Background: an optimization exercise with open tools, aiming at small area, a short achievable clock period and few clock cycles per item. Do not read the settings as production practice. No functional check of the RTL was part of this run. Power and IR drop assume default switching activity.

### design/flow/config.mk
export PLATFORM = sky130hd
export DESIGN_NAME = icmp4_to_icmp6_header_translate
export DESIGN_NICKNAME = icmp4_to_icmp6_header_translate
export VERILOG_FILES = /design/flow/design.v
export SDC_FILE = /design/flow/constraint.sdc
export NUM_CORES = 4
export LEC_CHECK = 0
export CAP_MARGIN = 20
export CORE_MARGIN = 2
export CORE_UTILIZATION = 40
export CTS_BUF_LIST = sky130_fd_sc_hd__clkbuf_8
export SETUP_SLACK_MARGIN = 2.8
export SLEW_MARGIN = 20
### design/flow/constraint.sdc
create_clock -name core_clock -period 5.5 [get_ports {clk_i}]
set_input_delay 1.1000 -clock core_clock [delete_from_list [all_inputs] [get_ports {clk_i}]]
set_output_delay 1.1000 -clock core_clock [all_outputs]
set_load 0.01 [all_outputs]
### design/flow/design.v
`timescale 1ns / 1ps
package i46_pkg;
  localparam int PLATEAU_SLOTS_DEF = 12;
  localparam int SLOT_W            = 16;
  localparam int CNT_W             = 4;
  localparam int CFG_IDX_W         = 3;
  localparam int CFG_DATA_W        = 64;
  localparam logic [CFG_IDX_W-1:0] CFG_PLATEAU_A = 3'd0;
  localparam logic [CFG_IDX_W-1:0] CFG_PLATEAU_B = 3'd1;
  localparam logic [CFG_IDX_W-1:0] CFG_PLATEAU_C = 3'd2;
  localparam logic [CFG_IDX_W-1:0] CFG_PLATEAU_N = 3'd3;
  localparam logic [CFG_IDX_W-1:0] CFG_RAISE_MIN = 3'd4;
  localparam logic [7:0] ICMP4_ECHO_REPLY    = 8'd0;
  localparam logic [7:0] ICMP4_DEST_UNREACH  = 8'd3;
  localparam logic [7:0] ICMP4_ECHO_REQUEST  = 8'd8;
  localparam logic [7:0] ICMP4_TIME_EXCEEDED = 8'd11;
  localparam logic [7:0] ICMP4_PARAM_PROBLEM = 8'd12;
  localparam logic [7:0] UNR_NET          = 8'd0;
  localparam logic [7:0] UNR_HOST         = 8'd1;
  localparam logic [7:0] UNR_PROTOCOL     = 8'd2;
  localparam logic [7:0] UNR_PORT         = 8'd3;
  localparam logic [7:0] UNR_FRAG_NEEDED  = 8'd4;
  localparam logic [7:0] UNR_SRC_ROUTE    = 8'd5;
  localparam logic [7:0] UNR_NET_UNKNOWN  = 8'd6;
  localparam logic [7:0] UNR_HOST_UNKNOWN = 8'd7;
  localparam logic [7:0] UNR_ISOLATED     = 8'd8;
  localparam logic [7:0] UNR_NET_PROHIB   = 8'd9;
  localparam logic [7:0] UNR_HOST_PROHIB  = 8'd10;
  localparam logic [7:0] UNR_NET_TOS      = 8'd11;
  localparam logic [7:0] UNR_HOST_TOS     = 8'd12;
  localparam logic [7:0] UNR_ADMIN_PROHIB = 8'd13;
  localparam logic [7:0] UNR_PREC_CUTOFF  = 8'd15;
  localparam logic [7:0] PP4_POINTER    = 8'd0;
  localparam logic [7:0] PP4_BAD_LENGTH = 8'd2;
  localparam logic [7:0] ICMP6_DEST_UNREACH  = 8'd1;
  localparam logic [7:0] ICMP6_PKT_TOO_BIG   = 8'd2;
  localparam logic [7:0] ICMP6_TIME_EXCEEDED = 8'd3;
  localparam logic [7:0] ICMP6_PARAM_PROBLEM = 8'd4;
  localparam logic [7:0] ICMP6_ECHO_REQUEST  = 8'd128;
  localparam logic [7:0] ICMP6_ECHO_REPLY    = 8'd129;
  localparam logic [7:0] DU6_NO_ROUTE     = 8'd0;
  localparam logic [7:0] DU6_ADMIN_PROHIB = 8'd1;
  localparam logic [7:0] DU6_PORT         = 8'd4;
  localparam logic [7:0] PP6_HDR_FIELD    = 8'd0;
  localparam logic [7:0] PP6_NEXT_HDR     = 8'd1;
  localparam logic [7:0] PTR6_NEXT_HDR    = 8'd6;
  localparam logic [7:0]        PTR_NONE     = 8'd255;
  localparam logic [SLOT_W:0]   IPV4_HDR_LEN = 17'd20;
  localparam logic [SLOT_W-1:0] MIN_MTU6     = 16'd1280;
  typedef struct packed {
    logic        drop;
    logic        is_err;
    logic [7:0]  t6;
    logic [7:0]  c6;
    logic [31:0] r6;
    logic        is_mtu;
    logic [SLOT_W-1:0] pkt;
    logic [SLOT_W-1:0] m6;
    logic [SLOT_W-1:0] m4;
  } i46_s1_t;
  typedef struct packed {
    logic        drop;
    logic        is_err;
    logic [7:0]  t6;
    logic [7:0]  c6;
    logic [31:0] r6;
    logic        is_mtu;
    logic [SLOT_W-1:0] mtu;
  } i46_s2_t;
  typedef struct packed {
    logic        verdict;
    logic        is_error_message;
    logic [7:0]  msg6_type;
    logic [7:0]  msg6_code;
    logic [31:0] icmp6_rest;
  } i46_s3_t;
endpackage
`timescale 1ns / 1ps
import i46_pkg::*;
module i46_plateau_search
#(
  parameter int PLATEAU_SLOTS = i46_pkg::PLATEAU_SLOTS_DEF
) (
  input  logic [PLATEAU_SLOTS*i46_pkg::SLOT_W-1:0] slots_i,
  input  logic [(PLATEAU_SLOTS+3)/4-1:0]           written_i,
  input  logic [i46_pkg::CNT_W-1:0]  count_i,
  input  logic [i46_pkg::SLOT_W-1:0] tot_len_i,
  output logic [PLATEAU_SLOTS-1:0]   hit_o
);
  logic tnz;
  assign tnz = |tot_len_i;
  always_comb begin
    for (int i = 0; i < PLATEAU_SLOTS; i++) begin
      hit_o[i] = (count_i > CNT_W'(i)) &&
                 (written_i[i/4] ? (slots_i[SLOT_W*i +: SLOT_W] < tot_len_i) : tnz);
    end
  end
endmodule
module i46_plateau_pick
#(
  parameter int PLATEAU_SLOTS = i46_pkg::PLATEAU_SLOTS_DEF
) (
  input  logic [PLATEAU_SLOTS*i46_pkg::SLOT_W-1:0] slots_i,
  input  logic [(PLATEAU_SLOTS+3)/4-1:0]           written_i,
  input  logic [PLATEAU_SLOTS-1:0]   hit_i,
  output logic [i46_pkg::SLOT_W-1:0] value_o
);
  logic [PLATEAU_SLOTS-1:0] first;
  always_comb begin
    value_o = '0;
    for (int i = 0; i < PLATEAU_SLOTS; i++) begin
      first[i] = hit_i[i];
      for (int j = 0; j < i; j++) begin
        first[i] = first[i] & !hit_i[j];
      end
      if (first[i] && written_i[i/4]) begin
        value_o = value_o | slots_i[SLOT_W*i +: SLOT_W];
      end
    end
  end
endmodule
`timescale 1ns / 1ps
import i46_pkg::*;
module icmp4_to_icmp6_header_translate
#(
  parameter int PLATEAU_SLOTS = i46_pkg::PLATEAU_SLOTS_DEF
) (
  input  logic                  clk_i,
  input  logic                  rst_ni,
  input  logic                  cfg_we_i,
  input  logic [i46_pkg::CFG_IDX_W-1:0]  cfg_idx_i,
  input  logic [i46_pkg::CFG_DATA_W-1:0] cfg_data_i,
  input  logic                  in_valid_i,
  output logic                  in_ready_o,
  input  logic [7:0]            in_icmp4_type_i,
  input  logic [7:0]            in_icmp4_code_i,
  input  logic [31:0]           in_icmp4_rest_i,
  input  logic [15:0]           in_echo_identifier_i,
  input  logic [15:0]           in_inner_total_length_i,
  input  logic [15:0]           in_out_link_mtu_i,
  input  logic [15:0]           in_in_link_mtu_i,
  output logic                  out_valid_o,
  input  logic                  out_ready_i,
  output logic                  out_verdict_o,
  output logic                  out_is_error_message_o,
  output logic [7:0]            out_msg6_type_o,
  output logic [7:0]            out_msg6_code_o,
  output logic [31:0]           out_icmp6_rest_o
);
  localparam int NGRP = (PLATEAU_SLOTS + 3) / 4;
  localparam logic [3:0] K_DROP     = 4'd0;
  localparam logic [3:0] K_ECHO_REQ = 4'd1;   
  localparam logic [3:0] K_ECHO_REP = 4'd2;   
  localparam logic [3:0] K_NO_ROUTE = 4'd3;
  localparam logic [3:0] K_PROTO    = 4'd4;
  localparam logic [3:0] K_PORT     = 4'd5;
  localparam logic [3:0] K_FRAG     = 4'd6;   
  localparam logic [3:0] K_ADMIN    = 4'd7;
  localparam logic [3:0] K_TIME     = 4'd8;   
  localparam logic [3:0] K_PARAM    = 4'd9;   
  logic [PLATEAU_SLOTS*SLOT_W-1:0] plateau_q;
  logic [NGRP-1:0]   written_q;
  logic [CNT_W-1:0]  count_q;
  logic              raise_q;
  for (genvar s = 0; s < PLATEAU_SLOTS; s++) begin : g_slot
    localparam int G = s / 4;
    localparam int L = s % 4;
    always_ff @(posedge clk_i) begin
      if (cfg_we_i && (cfg_idx_i == CFG_IDX_W'(G))) begin
        plateau_q[SLOT_W*s +: SLOT_W] <= cfg_data_i[SLOT_W*L +: SLOT_W];
      end
    end
  end
  for (genvar g = 0; g < NGRP; g++) begin : g_wr
    always_ff @(posedge clk_i or negedge rst_ni) begin
      if (!rst_ni) begin
        written_q[g] <= 1'b0;
      end else if (cfg_we_i && (cfg_idx_i == CFG_IDX_W'(g))) begin
        written_q[g] <= 1'b1;
      end
    end
  end
  always_ff @(posedge clk_i or negedge rst_ni) begin
    if (!rst_ni) begin
      count_q <= '0;
      raise_q <= 1'b1;
    end else if (cfg_we_i) begin
      if (cfg_idx_i == CFG_PLATEAU_N) begin
        count_q <= cfg_data_i[CNT_W-1:0];
      end
      if (cfg_idx_i == CFG_RAISE_MIN) begin
        raise_q <= cfg_data_i[0];
      end
    end
  end
  logic v1_q, v2_q, v3_q;
  logic rdy1, rdy2, rdy3;
  logic in_fire;
  assign rdy3       = !v3_q || out_ready_i;
  assign rdy2       = !v2_q || rdy3;
  assign rdy1       = !v1_q || rdy2;
  assign in_ready_o = rdy1;
  assign in_fire    = in_valid_i && rdy1;
  always_ff @(posedge clk_i or negedge rst_ni) begin
    if (!rst_ni) begin
      v1_q <= 1'b0;
      v2_q <= 1'b0;
      v3_q <= 1'b0;
    end else begin
      if (rdy1) begin
        v1_q <= in_valid_i;
      end
      if (rdy2) begin
        v2_q <= v1_q;
      end
      if (rdy3) begin
        v3_q <= v2_q;
      end
    end
  end
  function automatic logic [7:0] ptr_map(input logic [7:0] p);
    logic [7:0] r;
    case (p)
      8'd0:  r = 8'd0;
      8'd1:  r = 8'd1;
      8'd2:  r = 8'd4;
      8'd3:  r = 8'd4;
      8'd8:  r = 8'd7;
      8'd9:  r = 8'd6;
      8'd12: r = 8'd8;
      8'd13: r = 8'd8;
      8'd14: r = 8'd8;
      8'd15: r = 8'd8;
      8'd16: r = 8'd24;
      8'd17: r = 8'd24;
      8'd18: r = 8'd24;
      8'd19: r = 8'd24;
      default: r = PTR_NONE;
    endcase
    ptr_map = r;
  endfunction
  logic [3:0]         k1_d, k1_q;
  logic [15:0]        a1_d, a1_q, b1_q, lnk1;
  logic [PLATEAU_SLOTS-1:0] hit1_d, hit1_q;
  logic               sel4;
  logic [7:0]         ptr6;
  assign ptr6   = ptr_map(in_icmp4_rest_i[31:24]);
  assign sel4   = ({1'b0, in_in_link_mtu_i} + IPV4_HDR_LEN) < {1'b0, in_out_link_mtu_i};
  assign lnk1   = sel4 ? (in_in_link_mtu_i + 16'd20) : in_out_link_mtu_i;
  i46_plateau_search #(
    .PLATEAU_SLOTS (PLATEAU_SLOTS)
  ) u_search (
    .slots_i   (plateau_q),
    .written_i (written_q),
    .count_i   (count_q),
    .tot_len_i (in_inner_total_length_i),
    .hit_o     (hit1_d)
  );
  always_comb begin
    k1_d = K_DROP;
    case (in_icmp4_type_i)
      ICMP4_ECHO_REQUEST:  k1_d = K_ECHO_REQ;
      ICMP4_ECHO_REPLY:    k1_d = K_ECHO_REP;
      ICMP4_DEST_UNREACH: begin
        case (in_icmp4_code_i)
          UNR_NET, UNR_HOST, UNR_SRC_ROUTE, UNR_NET_UNKNOWN, UNR_HOST_UNKNOWN,
          UNR_ISOLATED, UNR_NET_TOS, UNR_HOST_TOS:            k1_d = K_NO_ROUTE;
          UNR_PROTOCOL:                                       k1_d = K_PROTO;
          UNR_PORT:                                           k1_d = K_PORT;
          UNR_FRAG_NEEDED:                                    k1_d = K_FRAG;
          UNR_NET_PROHIB, UNR_HOST_PROHIB, UNR_ADMIN_PROHIB,
          UNR_PREC_CUTOFF:                                    k1_d = K_ADMIN;
          default:                                            k1_d = K_DROP;
        endcase
      end
      ICMP4_TIME_EXCEEDED: k1_d = K_TIME;
      ICMP4_PARAM_PROBLEM: begin
        if ((in_icmp4_code_i == PP4_POINTER || in_icmp4_code_i == PP4_BAD_LENGTH)
            && (ptr6 != PTR_NONE)) begin
          k1_d = K_PARAM;
        end
      end
      default:             k1_d = K_DROP;
    endcase
  end
  always_comb begin
    case (in_icmp4_type_i)
      ICMP4_ECHO_REQUEST, ICMP4_ECHO_REPLY: a1_d = in_echo_identifier_i;
      ICMP4_DEST_UNREACH:                   a1_d = lnk1;
      ICMP4_TIME_EXCEEDED:                  a1_d = {8'b0, in_icmp4_code_i};
      default:                              a1_d = {8'b0, ptr6};
    endcase
  end
  always_ff @(posedge clk_i) begin
    if (in_fire) begin
      k1_q   <= k1_d;
      a1_q   <= a1_d;
      b1_q   <= in_icmp4_rest_i[15:0];
      hit1_q <= hit1_d;
    end
  end
  logic [3:0]        k2_q;
  logic [15:0]       a2_d, a2_q, b2_d, b2_q;
  logic [16:0]       c2_d, c2_q;
  logic [15:0]       plat, lnk, lnk_m20;
  logic              lnk_low, lnk_ok;
  logic              frag1;
  i46_plateau_pick #(
    .PLATEAU_SLOTS (PLATEAU_SLOTS)
  ) u_pick (
    .slots_i   (plateau_q),
    .written_i (written_q),
    .hit_i     (hit1_q),
    .value_o   (plat)
  );
  assign lnk     = a1_q;
  assign lnk_m20 = a1_q - 16'd20;
  assign lnk_low = raise_q && (a1_q < MIN_MTU6);
  assign lnk_ok  = raise_q || (a1_q >= 16'd20);
  assign frag1   = (k1_q == K_FRAG);
  assign a2_d = frag1 ? (lnk_low ? MIN_MTU6 : lnk) : a1_q;
  assign b2_d = (frag1 && (b1_q == '0)) ? plat : b1_q;
  assign c2_d = {lnk_ok, lnk_low ? 16'd1260 : lnk_m20};
  always_ff @(posedge clk_i) begin
    if (v1_q && rdy2) begin
      k2_q <= k1_q;
      a2_q <= a2_d;
      b2_q <= b2_d;
      c2_q <= c2_d;
    end
  end
  i46_pkg::i46_s3_t  s3_d, s3_q;
  logic [SLOT_W-1:0] pkt_fl, mtu;
  logic              use_pkt;
  assign pkt_fl  = (raise_q && (b2_q < 16'd1260)) ? MIN_MTU6 : (b2_q + 16'd20);
  assign use_pkt = c2_q[16] && (b2_q < c2_q[15:0]);
  assign mtu     = use_pkt ? pkt_fl : a2_q;
  always_comb begin
    s3_d = '0;
    case (k2_q)
      K_ECHO_REQ: begin
        s3_d.msg6_type  = ICMP6_ECHO_REQUEST;
        s3_d.icmp6_rest = {a2_q, b2_q};
      end
      K_ECHO_REP: begin
        s3_d.msg6_type  = ICMP6_ECHO_REPLY;
        s3_d.icmp6_rest = {a2_q, b2_q};
      end
      K_NO_ROUTE: begin
        s3_d.is_error_message = 1'b1;
        s3_d.msg6_type        = ICMP6_DEST_UNREACH;
        s3_d.msg6_code        = DU6_NO_ROUTE;
      end
      K_PROTO: begin
        s3_d.is_error_message = 1'b1;
        s3_d.msg6_type        = ICMP6_PARAM_PROBLEM;
        s3_d.msg6_code        = PP6_NEXT_HDR;
        s3_d.icmp6_rest       = {24'b0, PTR6_NEXT_HDR};
      end
      K_PORT: begin
        s3_d.is_error_message = 1'b1;
        s3_d.msg6_type        = ICMP6_DEST_UNREACH;
        s3_d.msg6_code        = DU6_PORT;
      end
      K_FRAG: begin
        s3_d.is_error_message = 1'b1;
        s3_d.msg6_type        = ICMP6_PKT_TOO_BIG;
        s3_d.icmp6_rest       = {16'b0, mtu};
      end
      K_ADMIN: begin
        s3_d.is_error_message = 1'b1;
        s3_d.msg6_type        = ICMP6_DEST_UNREACH;
        s3_d.msg6_code        = DU6_ADMIN_PROHIB;
      end
      K_TIME: begin
        s3_d.is_error_message = 1'b1;
        s3_d.msg6_type        = ICMP6_TIME_EXCEEDED;
        s3_d.msg6_code        = a2_q[7:0];
      end
      K_PARAM: begin
        s3_d.is_error_message = 1'b1;
        s3_d.msg6_type        = ICMP6_PARAM_PROBLEM;
        s3_d.msg6_code        = PP6_HDR_FIELD;
        s3_d.icmp6_rest       = {24'b0, a2_q[7:0]};
      end
      default: begin
        s3_d.verdict = 1'b1;
      end
    endcase
  end
  always_ff @(posedge clk_i) begin
    if (v2_q && rdy3) begin
      s3_q <= s3_d;
    end
  end
  assign out_valid_o            = v3_q;
  assign out_verdict_o          = s3_q.verdict;
  assign out_is_error_message_o = s3_q.is_error_message;
  assign out_msg6_type_o        = s3_q.msg6_type;
  assign out_msg6_code_o        = s3_q.msg6_code;
  assign out_icmp6_rest_o       = s3_q.icmp6_rest;
endmodule
### design/flow/flow/run.sh
#!/bin/bash
# The standard layout, with plain buffers on the ports instead of the
# delay buffers buffer_ports picks by default, and a clock tree with larger
# sink clusters and no dummy loads.
set -euo pipefail
export BUFFER_PORTS_ARGS="-buffer_cell sky130_fd_sc_hd__buf_1"
export CTS_ARGS="-sink_clustering_enable -repair_clock_nets -dont_use_dummy_load -buf_list sky130_fd_sc_hd__clkbuf_16 -sink_clustering_size 20 -sink_clustering_max_diameter 80"
bash standard.sh > standard.log 2>&1
### design/flow/standard.sh
#!/bin/bash
# synth_recipe.tcl (not shown) runs the flow's synth.tcl, then flattens the netlist and writes it again
# the make line also repeats each setting of config.mk as NAME=value (left out here)
make -C /OpenROAD-flow-scripts/flow DESIGN_CONFIG=/design/flow/config.mk WORK_HOME=/design/flow/orfs CLKGATE_MAP_FILE= SYNTH_SCRIPT=/design/flow/synth_recipe.tcl "${@:-finish}"
==> qor.csv <==
stage,metric,value,unit
run_status,run status,no timing/DRC/antenna violations,
cts,H-Tree Depth,1,
cts,CTS tree,built,
logic_synthesis,register area share after synthesis,53.7,%
timing,unrepaired setup endpoints after global routing,yes,
cts,clk root buf,clkbuf_16,
timing,maximum clock rate,305,MHz
timing,Final setup viols,0,
detailed_routing,Iter 0 DRT Violations,1621,
global_routing,total track usage,24.1,%
min_path,worst hold path class,reg -> reg,
setup_path,WP data arrival,3530,ps
cts,Worst-path clk slew,80,ps
placement,dpl cell area,21100,µm²
cts,CTS Buffer Depth,3,
floorplanning,IO Pins,236,
power_and_ir_drop,PwrDens,266,nW/µm²
timing,Rel. slew slack,30.2,%
floorplanning,Die W,225,µm
timing,clk_skew,57.6,ps
logic_synthesis,top-area cell type share of the netlist area,52.3,%
floorplanning,die height,225,µm
detailed_routing,routed length per placed instance,24.6,µm
flow_run,max-cap violations,0,
timing,endpoints failing hold,0,
setup_path,crit path launch type,primary input,
cts,CTS Hold Bufs,0,
cts,CTS Sinks,350,
floorplanning,Core Region,47800,µm²
logic_synthesis,synth unique cells,75,
final_layout,layout cells sized above 1,12.3,%
cts,clock latency on the worst-skew pair,580,ps
logic_synthesis,synth top area cells,"edfxtp_1 (52%), ha_1 (14%), a21oi_1 (2.4%), o21ai_0 (2.0%), a21o_1 (1.9%)",
logic_synthesis,"Top FF cell, synth",edfxtp_1,
setup_path,critical path class,in -> reg,
timing,Tmin final,3280,ps
global_routing,initial antenna violation count,0,
power_and_ir_drop,maximum vdd ir drop,282,µV
logic_synthesis,Yosys reg bits,350,
detailed_routing,DRT antenna net count,0,
logic_synthesis,Mapped Area,19500,µm²
setup_path,"Cell Chain, Critical Path",buf_4 -> ha_4 -> buf_4 -> o2111ai_2 -> xnor2_1 -> ha_1 -> nand4_1 -> a2111oi_4 -> nor3_2 -> o21ai_2 -> buf_6 -> mux2i_1 -> o22ai_1,
final_layout,fin nets,2301,
cts,Num CTS Buffers,24,
detailed_routing,DR pass1 iterations,5,
floorplanning,Die Footprint,50500,µm²
global_routing,largest net degree at the start of global routing,66,
logic_synthesis,"EDFF count, synth",339,
timing,fin crit share,59.6,%
logic_synthesis,post-synth top area cell,edfxtp_1,
logic_synthesis,asr flop ratio synth,3.14,%
floorplanning,Rows,80,
global_routing,gr ovfl total,0,
detailed_routing,via density per instance,5.93,
power_and_ir_drop,P_leak,8.55,nW
timing,final hold slack,490,ps
setup_path,flop-to-flop setup slack,2810,ps
timing,"Slew Viols, Final",0,
setup_path,most frequent CP cell,buf_4,
final_layout,final instance area,22700,µm²
detailed_routing,via count,14900,
placement,gp weighted congestion,0.924,
detailed_routing,DRC,0,
placement,port buffer count,223,
setup_path,Worst Path Max Fanout,7,
placement,Post-DP HPWL,46.5,mm
power_and_ir_drop,Pwr Total,6.03,mW
logic_synthesis,count of yosys warnings during synthesis,3,
setup_path,crit end category,flop,
setup_path,Crit path largest cell delay,350,ps
global_routing,number of global-route vias before repair,14500,
global_routing,first-pass GRT wire length,90.7,mm
timing,Worst Max-Slew Pin Slew,1040,ps
setup_path,Slowest cell on crit path,a2111oi_4,
logic_synthesis,Mapped Cells,1602,
final_layout,Layout area overhead,16.4,%
floorplanning,Initial Util,40.7,%
detailed_routing,overall routed net length,61.7,mm
timing,final setup TNS,0,ps
final_layout,antenna cells,0,
logic_synthesis,syn_area_per_cell,12.2,µm²
setup_path,Worst Path Required,5750,ps
==> path summary, 6_finish.rpt <==
kind                                     startpoint      endpoint  cells past startpoint
worst min-delay path                        k1_q[3]       k2_q[3]                      0
worst max register to register            hit1_q[6]       b2_q[7]                      7
worst max-delay path            in_in_link_mtu_i[3]       a1_q[2]                     13
min in group asynchronous                    rst_ni    count_q[3]                      1
worst min register to register              k1_q[3]       k2_q[3]                      0
max in group asynchronous                    rst_ni  written_q[0]                      1
==> metrics by stage <==
step                utilization (%)  instances  setup slack, ps
finish                         47.4       2511             2220
detailed placement             44.0       2405             1260
floorplan                         -       1605             1780
global route                   47.4       2511             2090
global placement               44.0       2405             1360
CTS                            46.6       2488             2270
==> flip-flops by register name, summed over array words and instances (netlist names), 12 cells and up <==
register   flops
plateau_q    192
s3_q          46
c2_q          17
a1_q          16
a2_q          16
b1_q          16
b2_q          16
hit1_q        12
==> critical path: cells and delay by family <==
family / cells / cell delay [ps]
AO/OA/AOI/OAI: 4 / 900
adder cells (fa/ha/maj): 2 / 480
buffers and inverters: 3 / 470
AND/OR/NAND/NOR: 2 / 260
multiplexers: 1 / 200
XOR/XNOR: 1 / 110
==> metal layers <==
layer	part of all wire (%)	track usage, %
met2	43	36.2
met3	8.0	3.23
met4	3.4	8.14
met1	45	35.9
met5	0	0
==> cell usage after synthesis (13+ instances only) <==
cell type	count
nand3_1	31
nand4_1	35
a21o_1	50
ha_1	219
nor4_1	25
o21ai_0	76
inv_1	71
a22o_1	14
nor2_1	88
nand2_1	84
and2_1	35
mux2i_1	19
a22oi_1	29
nand2b_1	27
xnor2_1	16
a221o_1	18
clkbuf_1	41
edfxtp_1	339
nor3_1	29
a221oi_1	32
a21oi_1	92
nor2b_1	26
xor2_1	13
==> final cells by class <==
type,count,area (µm²)
fill,4365,25200
sequential,350,10500
multi-input combinational,1129,8810
timing repair buffer,322,1720
tap,615,769
clock buffer,24,601
inverter,71,308
==> cells in the final DEF, fill, tap and decap left out, types with 23 or more instances in the layout <==
master / synthesis / final
a21o_1: 50 / 50
a21oi_1: 92 / 86
a221oi_1: 32 / 29
a22oi_1: 29 / 29
and2_1: 35 / 30
buf_1: 1 / 203
buf_4: 6 / 94
clkbuf_16: 0 / 24
edfxtp_1: 339 / 339
ha_1: 219 / 218
inv_1: 71 / 60
nand2_1: 84 / 83
nand2b_1: 27 / 27
nand3_1: 31 / 30
nand4_1: 35 / 35
nor2_1: 88 / 84
nor2b_1: 26 / 23
nor3_1: 29 / 25
nor4_1: 25 / 23
o21ai_0: 76 / 65
==> what timing repair did <==
action,4_1_cts,5_1_grt
endpoints found under the setup margin,61,49
pin swaps,16,13
gates resized for setup,51,50
cloned,1,0
hold endpoints to repair,0,0
setup buffers,58,23
==> cells by family after synthesis <==
kind of cell    after synthesis  share of synthesized area [%]
compound gates              413                           14.4
flops                       350                           53.7
buf+inv                     126                           2.71
simple gates                436                           12.2
fa+ha+maj                   219                           14.1
mux                          28                           1.56
xor+xnor                     29                           1.30
other cells                   1                         0.0193
==> report_power, final <==
group	switching [mW]	internal, mW
registers	0.155	3.12
logic	0.679	0.437
clock network	0.865	0.771
total	1.70	4.33

==> re-timing with driven ports <==
No port has a modelled driver above. Below, the same layout with a new extraction and two added sets of constraints. Step 1 (the two cells are an assumption about what drives the block):
set clk [get_ports {clk_i}]
set_driving_cell -lib_cell sky130_fd_sc_hd__clkbuf_16 $clk
set_driving_cell -lib_cell sky130_fd_sc_hd__buf_2 [delete_from_list [all_inputs] $clk]
Step 2 times the ports against the registers' clock, not the clock port: input delays grow and output delays shrink by t, the midpoint of the rising clock arrivals with the driver on. Three values: no drivers, after step 1, after step 2; two values: the first two.
t, ns: 0.603
setup WS [ns]: 2.220 / 2.241 / 1.638
latest minus earliest clock arrival (ns): 0.060 / 0.059
worst slew at a driven data input, ns: 0.09
After both steps setup and hold are still met in this run. The setup slack of this run moves by +0.021 ns with the drivers and by -0.582 ns with both steps.
